Source: an optimization exercise on an open RTL-to-GDS flow (aim: small area, a short achievable clock period and few clock cycles per item). Production flows keep margins and buffers that such runs may drop. Function was checked by simulation only, so behaviour that the tests miss may differ from the original.

// hijri_date_from_day_number
module hijri_date_from_day_number (
  input  logic                clk,
  input  logic                rst,
  input  logic                cfg_valid,
  output logic                cfg_ready,
  input  logic [21:0]     epoch_day_number,
  input  logic                in_valid,
  output logic                in_stall,
  input  logic [21:0]     julian_day_number,
  output logic                out_valid,
  input  logic                out_stall,
  output logic [4:0]    hijri_day,
  output logic [3:0]  hijri_month,
  output logic [13:0]   hijri_year,
  output logic                leap_year_flag,
  output logic                status_code
);
Size: ~170 flip-flops, ~13000 µm² of cells after synthesis.
==> flow/config.mk <==
export PLATFORM = sky130hd
export DESIGN_NAME = hijri_date_from_day_number
export DESIGN_NICKNAME = hijri_date_from_day_number
export VERILOG_FILES = /design/flow/design.v
export SDC_FILE = /design/flow/constraint.sdc
export NUM_CORES = 4
export LEC_CHECK = 0
export CAP_MARGIN = 20
export CORE_MARGIN = 2
export CORE_UTILIZATION = 40
export SLEW_MARGIN = 20
==> flow/constraint.sdc <==
create_clock -name core_clock -period 7.5 [get_ports {clk}]
set_input_delay 1.5000 -clock core_clock [delete_from_list [all_inputs] [get_ports {clk}]]
set_output_delay 1.5000 -clock core_clock [all_outputs]
set_load 0.01 [all_outputs]
run.sh (not shown) runs the stock make flow with config.mk's settings and CLKGATE_MAP_FILE= SYNTH_SCRIPT=/design/flow/synth_recipe.tcl, a recipe that flattens the netlist after the stock synthesis.
The first run finished clean.
Testbench counts at the start, summed over its fixed seeds: cycles 16,040, items 16,000.
Then changed:
==> flow/flow/run.sh (new file) <==
#!/bin/bash
# Standard layout, with every port buffered by a buf_1 instead of the default
# buffer cell. Each tool's output goes to a log file in this folder.
set -e
cp standard.sh standard_sh.txt
export BUFFER_PORTS_ARGS="-buffer_cell sky130_fd_sc_hd__buf_1"
bash standard.sh > standard.log 2>&1
==> flow/standard.sh (new file) <==
#!/bin/bash
# synth_recipe.tcl (not shown) runs the flow's synth.tcl, then flattens the netlist and writes it again
# the make line also repeats each setting of config.mk as NAME=value (left out here)
make -C /OpenROAD-flow-scripts/flow DESIGN_CONFIG=/design/flow/config.mk WORK_HOME=/design/flow/orfs CLKGATE_MAP_FILE= SYNTH_SCRIPT=/design/flow/synth_recipe.tcl "${@:-finish}"
CTS_BUF_LIST = sky130_fd_sc_hd__clkbuf_4 sky130_fd_sc_hd__clkbuf_8   (was unset)
SETUP_SLACK_MARGIN = 3.5   (was unset)
removed: flow/run.sh
=>
- design area went up by 1.0%
- worst hold slack gains 6.8 ps
- register-to-register slack gains 990 ps
- global-route usage went up by 0.43 points
- critical path depth stays the same
- synthesized area does not change
- maximum frequency went up by 23%
- worst setup slack gains 990 ps
- final cell count went up by 3.8%
- utilization went up by 0.48 points
- non-clock buffer count went up by 65
Then changed:
==> flow/run.sh (new file) <==
#!/bin/bash
# synth_recipe.tcl (not shown) runs the flow's synth.tcl, then flattens the netlist and writes it again
# the make line also repeats each setting of config.mk as NAME=value (left out here)
make -C /OpenROAD-flow-scripts/flow DESIGN_CONFIG=/design/flow/config.mk WORK_HOME=/design/flow/orfs CLKGATE_MAP_FILE= SYNTH_SCRIPT=/design/flow/synth_recipe.tcl finish
CTS_BUF_LIST = unset   (was sky130_fd_sc_hd__clkbuf_4 sky130_fd_sc_hd__clkbuf_8)
SETUP_SLACK_MARGIN = 3.0   (was 3.5)
removed: flow/flow/run.sh
removed: flow/standard.sh
Outcome: The new run went through all stages and came out clean; global-route usage is about the same; worst setup slack is worse by 67 ps; register-to-register slack gets worse by 70 ps; final area increases by 1.4%; sequential cell count does not change; clock-buffer cell count goes up by 6; cell count goes down by 2.1%; utilization rose by 0.64 points; sequential share of layout area fell by 0.44 points.
Then changed:
==> flow/flow/run.sh (new file) <==
#!/bin/bash
# Standard layout, with every port buffered by a buf_1 instead of the default
# buffer cell. Each tool's output goes to a log file in this folder.
set -e
cp standard.sh standard_sh.txt
export BUFFER_PORTS_ARGS="-buffer_cell sky130_fd_sc_hd__buf_1"
bash standard.sh > standard.log 2>&1
==> flow/standard.sh (new file) <==
#!/bin/bash
# synth_recipe.tcl (not shown) runs the flow's synth.tcl, then flattens the netlist and writes it again
# the make line also repeats each setting of config.mk as NAME=value (left out here)
make -C /OpenROAD-flow-scripts/flow DESIGN_CONFIG=/design/flow/config.mk WORK_HOME=/design/flow/orfs CLKGATE_MAP_FILE= SYNTH_SCRIPT=/design/flow/synth_recipe.tcl "${@:-finish}"
CTS_BUF_LIST = sky130_fd_sc_hd__clkbuf_4 sky130_fd_sc_hd__clkbuf_8   (was unset)
SETUP_SLACK_MARGIN = 4.0   (was 3.0)
removed: flow/run.sh
Effect:
- critical path depth is unchanged
- global-route usage rose by 1.4 points
- area after synthesis does not change
- final area is higher by 1.2%
- clock-buffer cell count decreases by 8
- final cell count came out higher by 3.0%
- first-iteration DRC count goes up by 17%
Then changed:
CTS_BUF_LIST = unset   (was sky130_fd_sc_hd__clkbuf_4 sky130_fd_sc_hd__clkbuf_8)
SETUP_SLACK_MARGIN = 3.0   (was 4.0)
Setup slack got worse by 29 ps.
Hold slack barely changes.
Via count falls by 4.4%.
Design area shrinks by 4.5%.
Fmax decreases by 0.67%.
Non-clock buffer count went down by 54.
Global-route usage is lower by 1.7 points.
Synthesized area stays the same.


old:
hijri_date_from_day_number, a different RTL version from the one above (not shown whole).
Size: roughly 77 I/O pins, ~12000 um^2 of cells after synthesis.
Design hijri_date_from_day_number, start of the top module:
module hijri_date_from_day_number (
  input  logic                clk,
  input  logic                rst,
  input  logic                cfg_valid,
  output logic                cfg_ready,
  input  logic [21:0]     epoch_day_number,
  input  logic                in_valid,
  output logic                in_stall,
  input  logic [21:0]     julian_day_number,
  output logic                out_valid,
  input  logic                out_stall,
  output logic [4:0]    hijri_day,
  output logic [3:0]  hijri_month,
  output logic [13:0]   hijri_year,
  output logic                leap_year_flag,
  output logic                status_code
);
  localparam logic [21:0] EPOCH_RESET = 22'd1948440;
  function automatic logic is_leap(input int cyc);
    case (cyc)
      2, 5, 7, 10, 13, 16, 18, 21, 24, 26, 29: is_leap = 1'b1;
      default: is_leap = 1'b0;
    endcase
  endfunction
  logic adv;
  assign adv       = !(out_valid && out_stall);
  assign in_stall  = !adv;
  assign cfg_ready = 1'b1;
  logic [21:0] epoch;
  always_ff @(posedge clk) begin
    if (rst)            epoch <= EPOCH_RESET;
    else if (cfg_valid) epoch <= epoch_day_number;
  end
  logic [22:0] diff;
  assign diff = {1'b0, julian_day_number} - {1'b0, epoch};
  logic        s1_valid, s1_err;
  logic [21:0] s1_d;
  always_ff @(posedge clk) begin
    if (rst)      s1_valid <= 1'b0;
    else if (adv) s1_valid <= in_valid;
  end
  always_ff @(posedge clk) begin
    if (adv) begin
      s1_err <= diff[22];
      s1_d   <= diff[21:0];
    end
  end
  logic [13:0] qe;
  ...
make LEC_CHECK=0 ABC_CLOCK_PERIOD_IN_PS=4000 CAP_MARGIN=20 CORE_MARGIN=2 CORE_UTILIZATION=40 SETUP_SLACK_MARGIN=3.5 SLEW_MARGIN=20 finish   # period 7.5 ns
Stock flow here: none of the scripts above is used.
old: full flow OK, the timing, design-rule and antenna checks passed
Testbench counts of old, summed over its fixed seeds: cycles 16,032, items 16,000.
Changes in new relative to old:
Settings: clearing SETUP_SLACK_MARGIN, which used to be 3.5; clearing ABC_CLOCK_PERIOD_IN_PS, which used to be 4000.
[summary]
[new] met1 layer usage reported by global route fell 1.7 points relative to old
Between old and new, the flow reports final net count decreasing by a few percent.
Data arrival at the endpoint of the critical path in new is 0.58 ns higher than in old
Wire length: new lower than old
The total met2 wirelength after detailed routing in new sits 19% below the value recorded for old.
Comparing new against old, there is no change at all in clock tree buffer count of the final layout.
Taking old as the reference, in new setup fix buffers added after clock tree synthesis decreased 62; final critical path time including I/O delays and setup increased 0.68 ns.


Another version of the RTL of hijri_date_from_day_number (not shown whole).
Size: roughly 77 I/O pins, roughly 13,000 µm² of cells after synthesis.
export LEC_CHECK = 0
export CAP_MARGIN = 20
export CORE_MARGIN = 2
export CORE_UTILIZATION = 40
export CTS_BUF_LIST = sky130_fd_sc_hd__clkbuf_4 sky130_fd_sc_hd__clkbuf_8
export SETUP_SLACK_MARGIN = 3.5
export SLEW_MARGIN = 20
create_clock -name core_clock -period 7.5 [get_ports {clk}]
standard.sh (not shown) runs the stock make flow with config.mk's settings and CLKGATE_MAP_FILE= SYNTH_SCRIPT=/design/flow/synth_recipe.tcl, a recipe that flattens the netlist after the stock synthesis.
==> flow/flow/run.sh <==
#!/bin/bash
# Standard layout, with every port buffered by a buf_1 instead of the default
# buffer cell. Each tool's output goes to a log file in this folder.
set -e
cp standard.sh standard_sh.txt
export BUFFER_PORTS_ARGS="-buffer_cell sky130_fd_sc_hd__buf_1"
bash standard.sh > standard.log 2>&1
Testbench counts at the start, summed over its fixed seeds: cycles 16,040, items 16,000.
Change:
- SETUP_SLACK_MARGIN: 3.5 -> 3.0
=> The changed run went through all stages and came out clean; core utilization goes down by 1.8 points; wire length goes down by 8.1%; via count goes down by 3.8%; worst setup slack got worse by 0.33 ns; critical path depth goes down by 2; flip-flop and latch count is unchanged; cell area goes down by 3.8%.
Change:
- SETUP_SLACK_MARGIN: 3.0 -> 2.5
Design area decreases slightly.
Worst setup slack gets worse by 0.24 ns.
Fmax came out lower by a few percent.
Area after synthesis stays the same.
Count of clock-buffer cells in the layout is unchanged.
Die area is unchanged.
Global-route usage hardly moves.
First-iteration DRC count goes up by a little under a tenth.


Setup of before:
Another version of the RTL of hijri_date_from_day_number (not shown whole).
Size in the first run: ~1100 cells after synthesis, about 77 I/O pins, about 13000 um2 of cells after synthesis.
export LEC_CHECK = 0
export CAP_MARGIN = 20
export CORE_MARGIN = 2
export CORE_UTILIZATION = 55
export CTS_BUF_LIST = sky130_fd_sc_hd__clkbuf_4 sky130_fd_sc_hd__clkbuf_8
export SETUP_SLACK_MARGIN = 3.5
export SLEW_MARGIN = 20
create_clock -name core_clock -period 7.5 [get_ports {clk}]
Scripts as last shown in full above: flow/flow/run.sh
before: PASS, flow complete, no timing, DRC or antenna violations
Testbench counts of before, summed over its fixed seeds: cycles 16,040, items 16,000.
What after does differently from before at the input level:
# before
export LEC_CHECK = 0
export CAP_MARGIN = 20
export CORE_MARGIN = 2
export CORE_UTILIZATION = 55
export CTS_BUF_LIST = sky130_fd_sc_hd__clkbuf_4 sky130_fd_sc_hd__clkbuf_8
export SETUP_SLACK_MARGIN = 3.5
export SLEW_MARGIN = 20
create_clock -name core_clock -period 7.5 [get_ports {clk}]
# after
export LEC_CHECK = 0
export CAP_MARGIN = 20
export CORE_MARGIN = 2
export CORE_UTILIZATION = 40
export CTS_BUF_LIST = sky130_fd_sc_hd__clkbuf_4 sky130_fd_sc_hd__clkbuf_8
export SETUP_SLACK_MARGIN = 3.5
export SLEW_MARGIN = 20
create_clock -name core_clock -period 7.5 [get_ports {clk}]
--- outcome ---
Sort before and after by post-layout net count desc -> top: before
No stage failed in after, and the final checks on the layout all came back clean.
Diff before..after | final count of negative-setup-slack endpoints | unchanged
after against before: fmax up 0.63%; number of vias per cell after detailed routing fell about 6%.
Compared with before, in after wire length of the first global-routing pass now larger, relative area change from synthesis to final layout level.
From before to after, number of I/O pins did not move at all.
Count of clock-buffer cells in the layout in after vs before: up 1


hijri_date_from_day_number, a different RTL version from the one above (not shown whole).
Size: roughly 1200 cells after synthesis, about 170 flip-flops, about 13000 µm² of cells after synthesis.
## hijri_date_from_day_number
module hijri_date_from_day_number (
  input  logic                clk,
  input  logic                rst,
  input  logic                cfg_valid,
  output logic                cfg_ready,
  input  logic [21:0]     epoch_day_number,
  input  logic                in_valid,
  output logic                in_stall,
  input  logic [21:0]     julian_day_number,
  output logic                out_valid,
  input  logic                out_stall,
  output logic [4:0]    hijri_day,
  output logic [3:0]  hijri_month,
  output logic [13:0]   hijri_year,
  output logic                leap_year_flag,
  output logic                status_code
);
clock: 7.5 ns
lec_check: 0
cap_margin: 20
core_margin: 2
core_utilization: 40
cts_buf_list: sky130_fd_sc_hd__clkbuf_4 sky130_fd_sc_hd__clkbuf_8
setup_slack_margin: 3.0
slew_margin: 20
==> flow/flow/run.sh <==
#!/bin/bash
# Standard layout, except: every port is buffered by a buf_1 instead of the
# default buffer cell, and Yosys's synth runs with -noabc, so that its quick
# ABC pass does not reshape the generated adder trees before the full and half
# adders are extracted (the registers are the same as the standard synthesis's).
# Each tool's output goes to a log file in this folder.
set -e
cp standard.sh standard_sh.txt
export BUFFER_PORTS_ARGS="-buffer_cell sky130_fd_sc_hd__buf_1"
export SYNTH_ARGS="-noabc"
bash standard.sh > standard.log 2>&1
Testbench counts at the start, summed over its fixed seeds: cycles 16,040, items 16,000.
Change:
==> flow/flow/run.sh (replaced) <==
#!/bin/bash
# Standard layout, with every port buffered by a buf_1 instead of the default
# buffer cell. Each tool's output goes to a log file in this folder.
set -e
cp standard.sh standard_sh.txt
export BUFFER_PORTS_ARGS="-buffer_cell sky130_fd_sc_hd__buf_1"
bash standard.sh > standard.log 2>&1
Settings changed: CORE_UTILIZATION 40 to 60.
Result:
- utilization went up by 21 points
- worst hold slack is worse by 3.6 ps
- count of clock-buffer cells in the layout is unchanged
- final area went down by about 0.7%
- fmax went up by 1.2%


v6:
RTL: one of the versions met above, not the one the previous note started from.
Size: ~1100 cells after synthesis, ~170 flip-flops, about 77 I/O pins, ~13000 um2 of cells after synthesis.
clock: 7.5 ns
lec_check: 0
cap_margin: 20
core_margin: 2
core_utilization: 40
cts_buf_list: sky130_fd_sc_hd__clkbuf_4 sky130_fd_sc_hd__clkbuf_8
setup_slack_margin: 4.0
slew_margin: 20
==> flow/flow/run.sh <==
#!/bin/bash
# Standard layout, with every port buffered by a buf_1 instead of the default
# buffer cell. Each tool's output goes to a log file in this folder.
set -e
cp standard.sh standard_sh.txt
export BUFFER_PORTS_ARGS="-buffer_cell sky130_fd_sc_hd__buf_1"
bash standard.sh > standard.log 2>&1
Testbench counts of v6, summed over its fixed seeds: cycles 16,040, items 16,000.
diff inputs: v6 => v7
- SETUP_SLACK_MARGIN changed from 4.0 to 3.0
Results
Compared to v6, v7 leaves more free space in the core. Fmax | v7 vs v6 | v7 slower. Non-clock buffer total of the final layout sits lower in v7 than in v6. NOTE: sequential share of layout area in v7 exceeds that of v6. Final area, v7 vs v6: down by a few percent. Looking at timing endpoint of the critical path, the s3_lp[0]$_DFFE_PN_ result is from v7; the s4_dlo[5]$_DFFE_PN_ one comes from v6. In the reports for v7 and v6, the larger detailed-router iteration count before antenna repair belongs to v7.

## what the ideal ports hide
Ports are ideal in the flow. The routed layouts listed here were re-timed in OpenROAD. Step 1 (the two cells are an assumption about what drives the block):
set clk [get_ports {clk}]
set_driving_cell -lib_cell sky130_fd_sc_hd__clkbuf_16 $clk
set_driving_cell -lib_cell sky130_fd_sc_hd__buf_2 [delete_from_list [all_inputs] $clk]
Step 2 moves the port delays by t, midway between the first and last clock arrival at a register: inputs arrive t later, outputs are due t later. That takes back most of the time a late clock gives input paths. Three values: ideal, step 1, step 2; two values: the first two.
run | t (ns) | slack for setup (ns) | clock arrival spread, ns | worst register clock-pin slew, ns | worst slew at a driven data input, ns
the first run of note 1 | 0.478 | 2.238 / 2.238 / 2.238 | 0.010 / 0.010 | 0.07 / 0.07 | 0.04
the second run of note 1 | 0.512 | 3.228 / 3.228 / 3.228 | 0.020 / 0.021 | 0.10 / 0.10 | 0.05
the third run of note 1 | 0.473 | 3.161 / 3.161 / 3.057 | 0.010 / 0.009 | 0.07 / 0.07 | 0.04
the fourth run of note 1 | 0.508 | 3.206 / 3.206 / 3.206 | 0.019 / 0.020 | 0.10 / 0.10 | 0.08
the fifth run of note 1 | 0.476 | 3.177 / 3.177 / 3.177 | 0.012 / 0.012 | 0.07 / 0.07 | 0.04
old | 0.466 | 2.580 / 2.580 / 2.580 | 0.013 / 0.013 | 0.07 / 0.07 | 0.04
new | 0.465 | 1.900 / 1.900 / 1.900 | 0.013 / 0.013 | 0.06 / 0.06 | 0.05
the first run of note 3 | 0.522 | 3.575 / 3.565 / 3.376 | 0.017 / 0.017 | 0.11 / 0.11 | 0.05
the second run of note 3 | 0.517 | 3.247 / 3.247 / 3.247 | 0.014 / 0.014 | 0.10 / 0.10 | 0.04
the third run of note 3 | 0.519 | 3.003 / 3.003 / 3.003 | 0.013 / 0.012 | 0.10 / 0.10 | 0.04
before | 0.504 | 3.595 / 3.576 / 3.313 | 0.025 / 0.025 | 0.11 / 0.11 | 0.03
after | 0.505 | 3.620 / 3.615 / 3.253 | 0.018 / 0.018 | 0.10 / 0.10 | 0.03
the first run of note 5 | 0.510 | 3.185 / 3.185 / 3.143 | 0.016 / 0.016 | 0.10 / 0.10 | 0.05
the second run of note 5 | 0.507 | 3.234 / 3.234 / 3.234 | 0.024 / 0.024 | 0.11 / 0.11 | 0.04
v6 | 0.504 | 3.606 / 3.606 / 3.606 | 0.019 / 0.019 | 0.09 / 0.09 | 0.04
v7 | 0.497 | 3.279 / 3.279 / 3.230 | 0.013 / 0.014 | 0.09 / 0.09 | 0.04
After both steps every run listed still meets setup and hold. For after, which loses most, drivers alone change the setup slack by -0.005 ns; drivers and shift together by -0.367 ns.
